From an optimization exercise on the open Yosys and OpenROAD flow, aimed at small area, a short achievable clock period and few clock cycles; shortcuts taken in it are not production practice. Function was checked by simulation only, so behaviour that the tests miss may differ from the original. Power is estimated from default activity; no workload was simulated.

File: design/flow/design.v
function automatic [3:0] board_index(input [1:0] dir, input integer k, input integer i);
	integer r;
	integer c;
	integer idx;
	begin
		case (dir)
			2'd0: begin
				r = k;
				c = i;
			end
			2'd1: begin
				r = k;
				c = 4 - 1 - i;
			end
			2'd2: begin
				r = i;
				c = k;
			end
			default: begin  
				r = 4 - 1 - i;
				c = k;
			end
		endcase
		idx = r * 4 + c;
		board_index = idx[3:0];
	end
endfunction
module line_merge (input [15:0] line_in, output logic [15:0] line_out, output logic changed);
	logic [3:0] a0,a1,a2,a3,p0,p1,p2,p3;
	logic z0,z1,z2,z3;
	logic e01,e12,e23,m0,m1,m2;
	logic [3:0] t0,t1,t2,t3;   
	logic w0,w1,w2;            
	function automatic [3:0] inc(input [3:0] x);
		inc = {x[3]^(x[2]&x[1]&x[0]), x[2]^(x[1]&x[0]), x[1]^x[0], ~x[0]};
	endfunction
	always_comb begin
		{a3,a2,a1,a0} = line_in;
		z0 = a0==0; z1 = a1==0; z2 = a2==0; z3 = a3==0;
		p0 = !z0 ? a0 : !z1 ? a1 : !z2 ? a2 : a3;
		case ({z0,z1})
			2'b00: p1 = a1;
			2'b01, 2'b10: p1 = !z2 ? a2 : a3;
			default: p1 = a3;  
		endcase
		if ({z0,z1} == 2'b11) p1 = (!z2) ? a3 : 4'd0;
		p2 = (!z0 && !z1 && !z2) ? a2 : ((z0 + z1 + z2) == 1 ? a3 : 4'd0);
		if ((z0 + z1 + z2) == 1 && z3) p2 = 0;
		p3 = (!z0 && !z1 && !z2) ? a3 : 4'd0;
		if (!(!z0 && !z1 && !z2 && !z3)) p3 = 0;
		e01 = p0 == p1 && p1 != 0;
		e12 = p1 == p2 && p2 != 0;
		e23 = p2 == p3 && p3 != 0;
		m0 = e01;
		m1 = !m0 && e12;
		m2 = !m1 && e23;
		if (m0) begin
			t0 = inc(p0); w0 = p0 == 15;
			t1 = m2 ? inc(p2) : p2; w1 = m2 && p2 == 15;
			t2 = m2 ? 4'd0 : p3; w2 = 0;
			t3 = 0;
		end else if (m1) begin
			t0 = p0; w0 = 0;
			t1 = inc(p1); w1 = p1 == 15;
			t2 = p3; w2 = 0;
			t3 = 0;
		end else begin
			t0 = p0; w0 = 0;
			t1 = p1; w1 = 0;
			t2 = m2 ? inc(p2) : p2; w2 = m2 && p2 == 15;
			t3 = m2 ? 4'd0 : p3;
		end
		line_out = {t3,t2,t1,t0};
		if (w0 && w1) line_out = {8'd0, t3, t2};
		else if (w0) line_out = {4'd0, t3, t2, t1};
		else if (w1) line_out = {4'd0, t3, t2, t0};
		else if (w2) line_out = {4'd0, t3, t1, t0};
		changed = (z0 && (!z1 || !z2 || !z3)) | (z1 && (!z2 || !z3)) | (z2 && !z3) | m0 | m1 | m2;
	end
endmodule
module g2048_top (
	input  logic        clk,
	input  logic        rst_n,
	input  logic        cyc,
	input  logic        stb,
	input  logic        we,
	input  logic [4:0]  adr,
	input  logic [31:0] dat_w,
	output logic [31:0] dat_r,
	output logic        ack
);
function automatic [3:0] board_index(input [1:0] dir, input integer k, input integer i);
	integer r;
	integer c;
	integer idx;
	begin
		case (dir)
			2'd0: begin
				r = k;
				c = i;
			end
			2'd1: begin
				r = k;
				c = 4 - 1 - i;
			end
			2'd2: begin
				r = i;
				c = k;
			end
			default: begin  
				r = 4 - 1 - i;
				c = k;
			end
		endcase
		idx = r * 4 + c;
		board_index = idx[3:0];
	end
endfunction
	logic [63:0] board;       
	logic [3:0]  lfsr;
	logic [3:0]  ph;          
	logic        pend;        
	logic [1:0]  dir;
	logic        chg;         
	logic [3:0]  rdat;
	logic        busy;
	logic        req;
	logic        wr_move;
	logic [15:0] wr_cell;     
	logic [3:0]  wr_dat;
	logic [15:0] line;        
	logic [15:0] merged;
	logic        changed;
	logic [63:0] shifted;
	logic [3:0]  lfsr_next;
	logic [15:0] put;
	logic [63:0] cur;         
	logic        win;
	logic        lose;
	logic [3:0]  rd_data;
	assign busy    = |ph;
	assign req     = cyc && stb && !ack && !busy;
	assign wr_move = req && we && (adr == 5'd16);
	always_comb begin
		for (int i = 0; i < 4; i++)
			line[4*i +: 4] = board[4*board_index(dir, 0, i) +: 4];
	end
	line_merge u_merge (
		.line_in  (line),
		.line_out (merged),
		.changed  (changed)
	);
	always_comb begin
		for (int r = 0; r < 4; r++)
			for (int c = 0; c < 4; c++)
				if (!dir[1]) begin
					if (r < 3)
						shifted[4*(4*r + c) +: 4] = board[4*(4*(r + 1) + c) +: 4];
					else if (dir[0])
						shifted[4*(4*r + c) +: 4] = merged[4*(3 - c) +: 4];
					else
						shifted[4*(4*r + c) +: 4] = merged[4*c +: 4];
				end else begin
					if (c < 3)
						shifted[4*(4*r + c) +: 4] = board[4*(4*r + c + 1) +: 4];
					else if (dir[0])
						shifted[4*(4*r + c) +: 4] = merged[4*(3 - r) +: 4];
					else
						shifted[4*(4*r + c) +: 4] = merged[4*r +: 4];
				end
	end
	assign lfsr_next = {lfsr[2:0], lfsr[3] ^ lfsr[2]};
	always_comb begin
		logic [15:0] empty;
		logic [15:0] upper;
		logic [15:0] pu;
		logic [15:0] pe;
		logic        any_upper;
		for (int j = 0; j < 16; j++) begin
			empty[j] = (board[4*j +: 4] == 4'd0);
			upper[j] = empty[j] && (j >= lfsr_next);
		end
		pu[0] = 1'b0;
		pe[0] = 1'b0;
		for (int j = 1; j < 16; j++) begin
			pu[j] = pu[j-1] | upper[j-1];
			pe[j] = pe[j-1] | empty[j-1];
		end
		any_upper = pu[15] | upper[15];
		for (int j = 0; j < 16; j++)
			put[j] = pend && chg && (any_upper ? (upper[j] && !pu[j]) : (empty[j] && !pe[j]));
		cur = board;
		for (int j = 0; j < 16; j++)
			cur[4*j] = board[4*j] | put[j];
	end
	always_comb begin
		logic full;
		logic pair;
		win  = 1'b0;
		full = 1'b1;
		pair = 1'b0;
		for (int q = 0; q < 16; q++) begin
			if (cur[4*q +: 4] == 4'd0) full = 1'b0;
			if (cur[4*q +: 4] == 11) win = 1'b1;
		end
		for (int r = 0; r < 4; r++)
			for (int c = 0; c < 3; c++)
				if (cur[4*(4*r + c) +: 4] == cur[4*(4*r + c + 1) +: 4]) pair = 1'b1;
		for (int r = 0; r < 3; r++)
			for (int c = 0; c < 4; c++)
				if (cur[4*(4*r + c) +: 4] == cur[4*(4*r + c + 4) +: 4]) pair = 1'b1;
		lose = full && !pair;
	end
	always_comb begin
		rd_data = 4'd0;
		if (!adr[4])
			rd_data = cur[4*adr[3:0] +: 4];
		else if (adr == 5'd17)
			rd_data = {1'b0, lose, win, busy};
	end
	always_comb begin
		for (int j = 0; j < 16; j++)
			wr_cell[j] = !rst_n || (req && we && (adr == j));
		wr_dat = rst_n ? dat_w[3:0] : 4'd0;
	end
	always_ff @(posedge clk) begin
		for (int j = 0; j < 16; j++)
			if (busy && rst_n)
				board[4*j +: 4] <= shifted[4*j +: 4];
			else if (wr_cell[j])
				board[4*j +: 4] <= wr_dat;
			else
				board[4*j +: 4] <= cur[4*j +: 4];
	end
	always_ff @(posedge clk) begin
		if (!rst_n) begin
			ack  <= 1'b0;
			ph   <= 4'd0;
			pend <= 1'b0;
			lfsr <= 4'b1001;
		end else begin
			ack  <= req;
			ph   <= {ph[2:0], wr_move};
			pend <= ph[3];
			if (pend && chg)
				lfsr <= lfsr_next;
		end
	end
	always_ff @(posedge clk) begin
		if (!busy)
			dir <= dat_w[1:0];
		chg  <= busy && ((!ph[0] && chg) || changed);
		rdat <= rd_data;
	end
	assign dat_r = {28'd0, rdat};
endmodule
File: design/flow/flow/run.sh
#!/bin/bash
# Layout flow: the standard ORFS flow, with synthesis changed only in its
# technology mapping: no adder extraction (ADDER_MAP_FILE empty) and an
# area-oriented ABC script for the combinational logic. Registers, their
# names and cell types are as the standard synthesis makes them.
set -euo pipefail
HERE=$(pwd)
FLOW_DIR=$HERE/flow

cat > $HERE/own_synth.tcl <<TCL
proc abc {args} {
  set i [lsearch -exact \$args -script]
  if { \$i >= 0 } { lset args [expr { \$i + 1 }] $FLOW_DIR/abc_area.script }
  yosys abc {*}\$args
}
source $HERE/synth_recipe.tcl
TCL

sed -e "s#SYNTH_SCRIPT=[^ ]*#SYNTH_SCRIPT=$HERE/own_synth.tcl ADDER_MAP_FILE=#" standard.sh > $HERE/own_standard.sh
grep -q "own_synth.tcl" $HERE/own_standard.sh

bash $HERE/own_standard.sh finish > $HERE/make_finish.log 2>&1
File: design/flow/flow/abc_area.script
strash
&get -n
&fraig -x
&put
scorr
dc2
dretime
strash
&get -n
&dch -f
&nf -R 1000
&put
File: design/flow/standard.sh
#!/bin/bash
# synth_recipe.tcl (not shown) runs the flow's synth.tcl, then flattens the netlist and writes it again
# the make line also repeats each setting of config.mk as NAME=value (left out here)
make -C /OpenROAD-flow-scripts/flow DESIGN_CONFIG=/design/flow/config.mk WORK_HOME=/design/flow/orfs CLKGATE_MAP_FILE= SYNTH_SCRIPT=/design/flow/synth_recipe.tcl "${@:-finish}"
File: design/flow/config.mk
export PLATFORM = sky130hd
export DESIGN_NAME = g2048_top
export DESIGN_NICKNAME = g2048_top
export VERILOG_FILES = /design/flow/design.v
export SDC_FILE = /design/flow/constraint.sdc
export NUM_CORES = 8
export LEC_CHECK = 0
export CAP_MARGIN = 20
export CORE_MARGIN = 2
export CORE_UTILIZATION = 40
export SLEW_MARGIN = 20
File: design/flow/constraint.sdc
create_clock -name core_clock -period 30.0 [get_ports {clk}]
set_input_delay 6.0000 -clock core_clock [delete_from_list [all_inputs] [get_ports {clk}]]
set_output_delay 6.0000 -clock core_clock [all_outputs]
set_load 0.01 [all_outputs]
==> results.txt <==
==> cell families (layout without fill, tap and decap cells) <==
| group | count (synthesis) | in the layout | synth area share, % |
|---|---|---|---|
| buf+inv | 39 | 54 | 3.331 |
| compound gates | 301 | 301 | 25.26 |
| mux | 37 | 37 | 4.922 |
| other cells | 1 | 28 | 0.04967 |
| xor+xnor | 105 | 105 | 12.18 |
| flops | 81 | 81 | 28.11 |
| simple gates | 399 | 399 | 26.15 |
==> cell type report <==
cell class	instances	area, sq um	share of cell area, %
Multi-Input combinational cell	870	5289	63.59
Sequential cell	81	2122	25.52
Tap cell	234	292.8	3.520
Timing Repair Buffer	27	262.8	3.159
Clock buffer	9	225.2	2.708
Clock inverter	7	83.83	1.008
Inverter	11	41.29	0.4965
==> power groups by stage <==
| stage | Sequential (mW) | Combinational (mW) | Clock, mW |
|---|---|---|---|
| 2_1_floorplan | 0.131 | 0.0610 | 0 |
| 3_3_place_gp | 0.133 | 0.0820 | 0 |
| 3_5_place_dp | 0.133 | 0.0826 | 0 |
| 4_1_cts | 0.131 | 0.0829 | 0.118 |
| 5_1_grt | 0.131 | 0.0929 | 0.122 |
| 6_report | 0.131 | 0.0841 | 0.117 |
==> placed cells by master, fill, tap and decap left out, types with 4 or more instances in the layout <==
| cell type | count |
|---|---|
| a21oi_1 | 60 |
| a22oi_1 | 33 |
| a31oi_1 | 9 |
| a41oi_1 | 5 |
| and2_0 | 12 |
| and3_1 | 4 |
| buf_4 | 8 |
| clkbuf_16 | 9 |
| clkdlybuf4s50_1 | 17 |
| clkinv_1 | 11 |
| conb_1 | 28 |
| dfxtp_1 | 31 |
| edfxtp_1 | 50 |
| mux2i_1 | 36 |
| nand2_1 | 95 |
| nand2b_1 | 9 |
| nand3_1 | 31 |
| nand3b_1 | 4 |
| nand4_1 | 26 |
| nand4b_1 | 5 |
| nor2_1 | 113 |
| nor2b_1 | 13 |
| nor3_1 | 18 |
| nor4_1 | 33 |
| nor4bb_1 | 5 |
| o211ai_1 | 8 |
| o21ai_0 | 75 |
| o221a_1 | 8 |
| o221ai_1 | 6 |
| o22a_1 | 4 |
| o22ai_1 | 66 |
| or2_0 | 9 |
| or3_1 | 4 |
| or4_1 | 10 |
| xnor2_1 | 73 |
| xor2_1 | 32 |
==> worst max path at each step <==
stage / to / cells past startpoint / slack (ns)
CTS: rdat[2] / 10 / 21.73
detailed placement: rdat[2] / 11 / 21.37
floorplan: rdat[2] / 10 / 22.09
global route: rdat[2] / 11 / 21.41
global placement: rdat[2] / 11 / 21.34
finish: rdat[2] / 11 / 21.61
==> flip-flops by register name, indices dropped and copies added, names as in the netlist <==
signal and flops:
ack 1, board 64, chg 1, dir 2, lfsr 4, pend 1, ph 4, rdat 4
==> metrics by stage <==
stage | power [mW] | hold slack [ns] | instance area, sq um
after global placement | 0.2150 | 0.4571 | 7980
final | 0.3327 | 0.4784 | 8317
after floorplan | 0.1918 | 0.4314 | 7651
after detailed placement | 0.2157 | 0.4685 | 7980
after global routing | 0.3465 | 0.4973 | 8317
after CTS | 0.3319 | 0.4820 | 8289
==> layer usage <==
metal | vias to the layer above | wire length, um | track usage, %
met5 | - | 0 | 0
met4 | 0 | 808 | 9.526
met3 | 68 | 2955 | 5.569
met2 | 519 | 12710 | 43.89
met1 | 3903 | 12530 | 41.40
li1 | 3755 | - | -
==> cells in the mapped netlist (11+ instances only) <==
| master | count | share of area (%) |
|---|---|---|
| dfxtp_1 | 31 | 8.2 |
| nand2_1 | 95 | 4.7 |
| buf_4 | 28 | 2.8 |
| a22oi_1 | 33 | 3.3 |
| nor3_1 | 18 | 1.2 |
| o21ai_0 | 75 | 5.0 |
| xnor2_1 | 73 | 8.5 |
| nor2b_1 | 14 | 1.2 |
| o22ai_1 | 66 | 5.5 |
| clkinv_1 | 11 | 0.55 |
| and2_0 | 12 | 0.99 |
| edfxtp_1 | 50 | 20 |
| nor4_1 | 34 | 2.8 |
| nand4_1 | 26 | 2.2 |
| xor2_1 | 32 | 3.7 |
| mux2i_1 | 36 | 4.8 |
| nand3_1 | 31 | 2.1 |
| nor2_1 | 113 | 5.6 |
| a21oi_1 | 60 | 4.0 |
==> worst max-delay path: stages <==
cell,delay [ns]
clkdlybuf4s50_1,0.52
nor2_1,0.30
nand3_1,0.24
a21oi_1,0.20
o221ai_1,0.12
nor4_1,0.35
o41ai_1,0.17
nor4_1,0.24
nand4_1,0.19
nor3_1,0.18
o2bb2ai_1,0.15
==> impl_metrics.py <==
metrics = {
    "floorplan": {
        "die_w_um": 141.4,
        "die_area_sq_mm": 0.01999,
        "row_count": 50,
        "floorplan.initialDensity_pct": 40.50,
        "die_y_um": 141.4,
        "io_pins": 75,
        "coreArea_sq_mm": 0.01864,
    },
    "clocking": {
        "cts_sinks": 81,
        "insertion_delay_ns": 0.37,
        "cts_tree": "built",
        "clock-root-buffer": "clkbuf_16",
        "cts_made_buffers": 9,
        "cts_hold_buffers": 0,
        "cts.path.max_buffers": 2,
        "post_cts_buffers": 0,
        "cts-resized-gates": 0,
        "path_clk_slew_ns": 0.07,
        "h-tree-depth": 3,
    },
    "run_status": {
        "status": "finished clean",
    },
    "timing": {
        "setup_viol": 0,
        "fin_setup_tns_ns": 0,
        "finalCritPeriodShare_pct": 27.96,
        "worst_slew_margin_rel_pct": 27.56,
        "fin_ws_ns": 21.61,
        "hold_viol_final": 0,
        "min_period_ns": 8.388,
        "grt_setup_unrepaired": "false",
        "fmax_mhz": 119.2,
        "fin_skew_ns": 0.01194,
        "drv_slew": 0,
        "worst_pin_slew_ns": 1.077,
    },
    "place": {
        "placed_cells": 1222,
        "pre_cts_ws_ns": 21.37,
        "place_congestion": 1.024,
        "io_buffers": 18,
        "dp_hpwl_um": 20200,
    },
    "global_route": {
        "overflow": 0,
        "antenna_found_initial": 1,
        "track_usage_pct": 28.94,
        "first_global_vias": 7366,
        "grt_max_degree": 66,
        "grt_pass1_wl_um": 44320,
    },
    "critical_path": {
        "arrival_ns": 8.67,
        "end_kind": "flop",
        "ff2ff_path_depth": 23,
        "rrSetupSlack_ns": 23.00,
        "timing.rr.start": "dir[1]",
        "crit_fanout": 5,
        "rr_endpoint": "board[31]",
        "required_ns": 30.29,
        "crit_path_start_kind": "input pin",
        "crit_type": "in -> reg",
        "cp-startpoint": "adr[2]",
    },
    "routing": {
        "vias": 8245,
        "drt_iter0_drc": 1136,
        "drcViolationCount": 0,
        "viasPerCell": 6.655,
        "drt-pass1-iter-count": 6,
        "wl_per_cell_um": 23.41,
        "drtAntennaViolNets": 0,
        "drt_wl_total_um": 29010,
    },
    "power": {
        "p_int_mw": 0.2174,
        "p_seq_share_pct": 39.5,
        "p_leak_nw": 2.748,
        "p_sw_share_pct": 34.64,
        "comb_power_share_pct": 25.3,
        "power.density_mw_per_mm2": 40.00,
        "power.switching_mw": 0.1152,
        "clkPwrFrac_pct": 35.3,
        "worst_ir_drop_vdd_v": 0.00002677,
    },
    "logic_synthesis": {
        "ys_seq_area_share_pct": 28.11,
        "avgSynthCellArea_sq_um": 7.840,
        "yosysWarnings": 2,
        "synthArstFlopShare_pct": 0,
        "synth.ff_latch_count": 81,
        "synth_cell_types": 53,
        "netlist_area_sq_mm": 0.007550,
        "synth_cells": 963,
        "ys_dominant_reg_cell": "edfxtp_1",
        "synth_edf_count": 50,
    },
    "worst_hold_path": {
        "holdPathEnd": "ph[2]",
        "min_path_cells": 1,
        "hold_start": "ph[1]",
        "hold_class": "reg -> reg",
    },
    "layout": {
        "drive_gt1_share_pct": 2.886,
        "stdcell_count": 1239,
        "area_delta_synth_final_pct": 10.16,
        "n_fill_cell": 1946,
        "fin_nets": 1042,
        "n_antenna_cell": 0,
        "utilization_pct": 44.61,
    },
    "run": {
        "drv_cap": 0,
    },
}
Testbench counts, summed over its fixed seeds: cycles 70,720.

[port drivers added, routing unchanged]
The flow's constraints put no driver on any port. The routed layout listed below was extracted and timed again, unchanged, in two steps.
Step 1 sets driving cells, clkbuf_16 on the clock port and buf_2 on the other inputs (assumed; they add their load-dependent delay and slew).
Step 2 moves the port delays by t, midway between the first and last clock arrival at a register: inputs arrive t later, outputs are due t later. That takes back most of the time a late clock gives input paths.
Three values: no drivers, after step 1, after step 2; two values: the first two.
t (ns): 0.406
slack for setup (ns): 21.612 / 21.636 / 21.230
hold slack, ns: 0.478 / 0.478 / 0.478
worst data-port slew with drivers (ns): 0.03
pins driven straight from the clock port: 1
After both steps setup and hold are still met in this run. For this run, drivers alone change the setup slack by +0.024 ns; drivers and shift together by -0.382 ns.
